This design comes from an exercise in tuning for small area on the open sky130 flow, not from production work. The RTL was checked by simulation tests, not by an equivalence proof against the original design. Power figures rest on the tool's default switching activity, not on a simulated workload.

## rms_power_monitor_overload_trip_unit
module rms_power_monitor_overload_trip_unit (
    input  logic        clk,
    input  logic        rst_n,
    input  logic        cfg_we,
    input  logic [2:0]  cfg_index,
    input  logic [24:0] cfg_wdata,
    input  logic        s_tvalid,
    output logic        s_tready,
    input  logic [15:0] s_tdata,
    input  logic [1:0]  s_tuser,
    output logic        m_tvalid,
    input  logic        m_tready,
    output logic [47:0] m_tdata,
    output logic        m_tuser
);
    localparam logic [3:0] ST_RCLR = 4'd0;
    localparam logic [3:0] ST_IDLE = 4'd1;
    localparam logic [3:0] ST_P0   = 4'd2;
    localparam logic [3:0] ST_MUL  = 4'd3;
    localparam logic [3:0] ST_DIV  = 4'd4;
    localparam logic [3:0] ST_MULG = 4'd5;
    localparam logic [3:0] ST_FIX  = 4'd6;
    localparam logic [3:0] ST_POW  = 4'd7;
    localparam logic [3:0] ST_FIN  = 4'd8;
    logic [11:0] mid;
    logic [10:0] wsm;
    logic [23:0] gain;
    logic [15:0] flr;
    logic [8:0]  volts;
    logic [24:0] lim;
    logic [24:0] wd0, wd1;
    assign wd0 = cfg_wdata & {25{rst_n}};
    assign wd1 = cfg_wdata | {25{~rst_n}};
    always_ff @(posedge clk)
    begin
        if (!rst_n || (cfg_we && cfg_index == 3'd0))
            mid   <= {wd0[11], wd1[10:0]};
        if (!rst_n || (cfg_we && cfg_index == 3'd1))
            wsm   <= {wd0[10:7], wd1[6:5], wd0[4:3], wd1[2], wd0[1:0]};
        if (!rst_n || (cfg_we && cfg_index == 3'd2))
            gain  <= (cfg_wdata[23:0] & {24{rst_n}}) | (24'd570950 & {24{~rst_n}});
        if (!rst_n || (cfg_we && cfg_index == 3'd3))
            flr   <= (cfg_wdata[15:0] & {16{rst_n}}) | (16'd50 & {16{~rst_n}});
        if (!rst_n || (cfg_we && cfg_index == 3'd4))
            volts <= (cfg_wdata[8:0] & {9{rst_n}}) | (9'd230 & {9{~rst_n}});
        if (!rst_n || (cfg_we && cfg_index == 3'd5))
            lim   <= (cfg_wdata[24:0] & {25{rst_n}}) | (25'd2500000 & {25{~rst_n}});
    end
    logic [3:0]  state;
  ...
==> flow/config.mk <==
export PLATFORM = sky130hd
export DESIGN_NAME = rms_power_monitor_overload_trip_unit
export DESIGN_NICKNAME = rms_power_monitor_overload_trip_unit
export VERILOG_FILES = /design/flow/design.v
export SDC_FILE = /design/flow/constraint.sdc
export NUM_CORES = 4
export LEC_CHECK = 0
export CAP_MARGIN = 20
export CORE_MARGIN = 2
export CORE_UTILIZATION = 40
export SLEW_MARGIN = 20
==> flow/constraint.sdc <==
create_clock -name core_clock -period 10.0 [get_ports {clk}]
set_input_delay 2.0000 -clock core_clock [delete_from_list [all_inputs] [get_ports {clk}]]
set_output_delay 2.0000 -clock core_clock [all_outputs]
set_load 0.01 [all_outputs]
standard.sh (not shown) runs the stock make flow with config.mk's settings and CLKGATE_MAP_FILE= SYNTH_SCRIPT=/design/flow/synth_recipe.tcl, a recipe that flattens the netlist after the stock synthesis.
==> flow/flow/run.sh <==
#!/bin/bash
# Standard ORFS layout (standard.sh) with buf_1 port buffers and a smaller
# clock tree without dummy loads. Each tool's output goes to its own log here.
export BUFFER_PORTS_ARGS="-buffer_cell sky130_fd_sc_hd__buf_1"
export CTS_ARGS="-sink_clustering_enable -repair_clock_nets -dont_use_dummy_load -buf_list sky130_fd_sc_hd__clkbuf_8 -sink_clustering_size 16 -sink_clustering_max_diameter 60"
bash standard.sh > standard.log 2>&1
The starting point ran to the end with no violations.
==> next run, changes <==
==> flow/flow/run.sh (replaced) <==
#!/bin/bash
# Standard ORFS layout (standard.sh) with buf_1 port buffers and a smaller
# clock tree without dummy loads. Each tool's output goes to its own log here.
export BUFFER_PORTS_ARGS="-buffer_cell sky130_fd_sc_hd__buf_1"
export CTS_ARGS="-sink_clustering_enable -repair_clock_nets -dont_use_dummy_load -buf_list sky130_fd_sc_hd__clkbuf_16 -sink_clustering_size 30 -sink_clustering_max_diameter 100"
bash standard.sh > standard.log 2>&1
What happened:
- The changed run finished clean
- clock power grows by 6.8%
- power rises by 1.9%
- utilization is about the same
- via count is about the same
- hold slack improved by 0.018 ns
- final cell count decreases by 0.70%
- synthesized area does not change
- clock skew falls by 0.0047 ns
- count of clock-buffer cells in the layout falls by 8

========
rms_power_monitor_overload_trip_unit, a different RTL version from the one above (not shown whole).
Size: roughly 210 flip-flops, roughly 100 I/O pins.
==> flow/config.mk <==
export PLATFORM = sky130hd
export DESIGN_NAME = rms_power_monitor_overload_trip_unit
export DESIGN_NICKNAME = rms_power_monitor_overload_trip_unit
export VERILOG_FILES = /design/flow/design.v
export SDC_FILE = /design/flow/constraint.sdc
export NUM_CORES = 4
export LEC_CHECK = 0
export CAP_MARGIN = 20
export CORE_MARGIN = 2
export CORE_UTILIZATION = 60
export SLEW_MARGIN = 20
==> flow/constraint.sdc <==
create_clock -name core_clock -period 10.0 [get_ports {clk}]
set_input_delay 2.0000 -clock core_clock [delete_from_list [all_inputs] [get_ports {clk}]]
set_output_delay 2.0000 -clock core_clock [all_outputs]
set_load 0.01 [all_outputs]
==> flow/flow/run.sh <==
#!/bin/bash
# Layout flow: the standard ORFS flow (standard.sh), with three changes
# to how the layout is made:
#  - synthesis: the same Yosys script, but with no adder extraction pass, and
#    ABC maps the logic with each of the area scripts flow/area*.abc (no
#    delay target), keeping the smallest result; flip-flops are mapped before
#    ABC, so they are the standard synthesis's (same names, count and types);
#  - port buffers are buf_1 cells;
#  - clock tree without dummy loads, with fewer, larger leaf buffers.
# Every tool writes its log under orfs/logs/ here; make's output goes to
# flow.log.
set -euo pipefail
here=$PWD
export AREA_ABC_SCRIPTS="$(ls $here/flow/area*.abc | tr '\n' ' ')"
export BUFFER_PORTS_ARGS="-buffer_cell sky130_fd_sc_hd__buf_1"
export CTS_ARGS="-sink_clustering_enable -repair_clock_nets -dont_use_dummy_load -buf_list sky130_fd_sc_hd__clkbuf_4 -sink_clustering_size 10 -sink_clustering_max_diameter 50"
sed -e "s#SYNTH_SCRIPT=[^ ]*#SYNTH_SCRIPT=$here/flow/synth_area.tcl ADDER_MAP_FILE=#" standard.sh > flow_standard.sh
grep -q "synth_area.tcl ADDER_MAP_FILE=" flow_standard.sh
bash flow_standard.sh > flow.log 2>&1
Other scripts of this flow, unchanged in this note and not shown: flow/flow/area1.abc, flow/flow/area2.abc, flow/flow/area3.abc, flow/flow/area4.abc, flow/flow/area5.abc, flow/flow/area7.abc, flow/flow/area9.abc, flow/flow/synth_area.tcl
The first run ran to the end with no violations.
Change:
--- a/flow/flow/run.sh
+++ b/flow/flow/run.sh
@@ -15,3 +15,3 @@
 export BUFFER_PORTS_ARGS="-buffer_cell sky130_fd_sc_hd__buf_1"
-export CTS_ARGS="-sink_clustering_enable -repair_clock_nets -dont_use_dummy_load -buf_list sky130_fd_sc_hd__clkbuf_4 -sink_clustering_size 10 -sink_clustering_max_diameter 50"
+export CTS_ARGS="-sink_clustering_enable -repair_clock_nets -dont_use_dummy_load -buf_list sky130_fd_sc_hd__clkbuf_4 -sink_clustering_size 12 -sink_clustering_max_diameter 50"
 sed -e "s#SYNTH_SCRIPT=[^ ]*#SYNTH_SCRIPT=$here/flow/synth_area.tcl ADDER_MAP_FILE=#" standard.sh > flow_standard.sh
- synthesized area does not change
- register-to-register slack loses 0.06 ns
- routed wire length stays flat
- fmax falls slightly
- sequential share of layout area barely changes
- clock power is lower by a few percent
- first-iteration DRC count decreases by a few percent
- clock-buffer cell count goes down by 2
- worst setup slack gets worse by 0.064 ns
Change:
--- a/flow/flow/run.sh
+++ b/flow/flow/run.sh
@@ -15,3 +15,3 @@
 export BUFFER_PORTS_ARGS="-buffer_cell sky130_fd_sc_hd__buf_1"
-export CTS_ARGS="-sink_clustering_enable -repair_clock_nets -dont_use_dummy_load -buf_list sky130_fd_sc_hd__clkbuf_4 -sink_clustering_size 12 -sink_clustering_max_diameter 50"
+export CTS_ARGS="-sink_clustering_enable -repair_clock_nets -dont_use_dummy_load -buf_list sky130_fd_sc_hd__clkbuf_4 -sink_clustering_size 10 -sink_clustering_max_diameter 50"
 sed -e "s#SYNTH_SCRIPT=[^ ]*#SYNTH_SCRIPT=$here/flow/synth_area.tcl ADDER_MAP_FILE=#" standard.sh > flow_standard.sh
--- a/flow/config.mk
+++ b/flow/config.mk
@@ -9,3 +9,5 @@
 export CORE_MARGIN = 2
-export CORE_UTILIZATION = 60
+export CORE_UTILIZATION = 40
+export GPL_ROUTABILITY_DRIVEN = 0
+export GPL_TIMING_DRIVEN = 0
 export SLEW_MARGIN = 20
Result: Sequential cell count does not change; sequential power barely changes; die area climbs by 48%; critical path depth stays the same.
Change:
--- a/flow/flow/run.sh
+++ b/flow/flow/run.sh
@@ -15,3 +15,3 @@
 export BUFFER_PORTS_ARGS="-buffer_cell sky130_fd_sc_hd__buf_1"
-export CTS_ARGS="-sink_clustering_enable -repair_clock_nets -dont_use_dummy_load -buf_list sky130_fd_sc_hd__clkbuf_4 -sink_clustering_size 10 -sink_clustering_max_diameter 50"
+export CTS_ARGS="-sink_clustering_enable -repair_clock_nets -dont_use_dummy_load -buf_list sky130_fd_sc_hd__clkbuf_4 -sink_clustering_size 12 -sink_clustering_max_diameter 50"
 sed -e "s#SYNTH_SCRIPT=[^ ]*#SYNTH_SCRIPT=$here/flow/synth_area.tcl ADDER_MAP_FILE=#" standard.sh > flow_standard.sh
--- a/flow/config.mk
+++ b/flow/config.mk
@@ -10,4 +10,2 @@
 export CORE_UTILIZATION = 40
-export GPL_ROUTABILITY_DRIVEN = 0
-export GPL_TIMING_DRIVEN = 0
 export SLEW_MARGIN = 20
After rerunning: The changed run completed without violations. Cell count stays flat. Cell area drops slightly. Die area is unchanged. Global-route usage climbs by 0.20 points.
Change:
--- a/flow/flow/run.sh
+++ b/flow/flow/run.sh
@@ -15,3 +15,3 @@
 export BUFFER_PORTS_ARGS="-buffer_cell sky130_fd_sc_hd__buf_1"
-export CTS_ARGS="-sink_clustering_enable -repair_clock_nets -dont_use_dummy_load -buf_list sky130_fd_sc_hd__clkbuf_4 -sink_clustering_size 12 -sink_clustering_max_diameter 50"
+export CTS_ARGS="-sink_clustering_enable -repair_clock_nets -dont_use_dummy_load -buf_list sky130_fd_sc_hd__clkbuf_4 -sink_clustering_size 10 -sink_clustering_max_diameter 50"
 sed -e "s#SYNTH_SCRIPT=[^ ]*#SYNTH_SCRIPT=$here/flow/synth_area.tcl ADDER_MAP_FILE=#" standard.sh > flow_standard.sh
The changed run completed with no timing, DRC or antenna violations; final area barely changes; clock-buffer cell count rose by 2; synthesized cell count does not change; setup slack loses 0.062 ns; fmax is lower slightly; area after synthesis does not change; via count is higher slightly; critical path depth does not change; sequential share of layout area hardly moves; non-clock buffer count is unchanged.

-- re-timing with driven ports --
In the flow no input, the clock included, has a driving cell. The finished layouts below were timed again as built, in two steps.
Step 1 sets driving cells, clkbuf_16 on the clock port and buf_2 on the other inputs (assumed; they add their load-dependent delay and slew).
Step 2, shift: input delay + t, output delay - t, t = (earliest + latest rising clock arrival at the registers) / 2. This alone moves slack from input paths to output paths.
Slacks: ideal ports / drivers / drivers and shift; pairs: ideal ports / drivers.
| run | t (ns) | setup slack, ns | clock arrival spread, ns | slew at the worst register clock pin (ns) |
|---|---|---|---|---|
| the first run of note 1 | 0.528 | 3.898 / 3.898 / 3.898 | 0.036 / 0.037 | 0.10 / 0.10 |
| the second run of note 1 | 0.497 | 3.882 / 3.882 / 3.882 | 0.032 / 0.032 | 0.11 / 0.11 |
| the first run of note 2 | 0.654 | 4.968 / 4.968 / 4.885 | 0.114 / 0.114 | 0.12 / 0.12 |
| the second run of note 2 | 0.652 | 4.903 / 4.903 / 4.852 | 0.078 / 0.079 | 0.12 / 0.12 |
| the third run of note 2 | 0.657 | 5.004 / 5.004 / 4.866 | 0.057 / 0.057 | 0.11 / 0.11 |
| the fourth run of note 2 | 0.643 | 4.979 / 4.979 / 4.897 | 0.090 / 0.090 | 0.12 / 0.12 |
| the fifth run of note 2 | 0.651 | 4.917 / 4.917 / 4.845 | 0.071 / 0.071 | 0.12 / 0.12 |
After both steps every run listed still meets setup and hold. The setup slack of the third run of note 2, which loses most, moves by 0.000 ns with the drivers and by -0.138 ns with both steps.
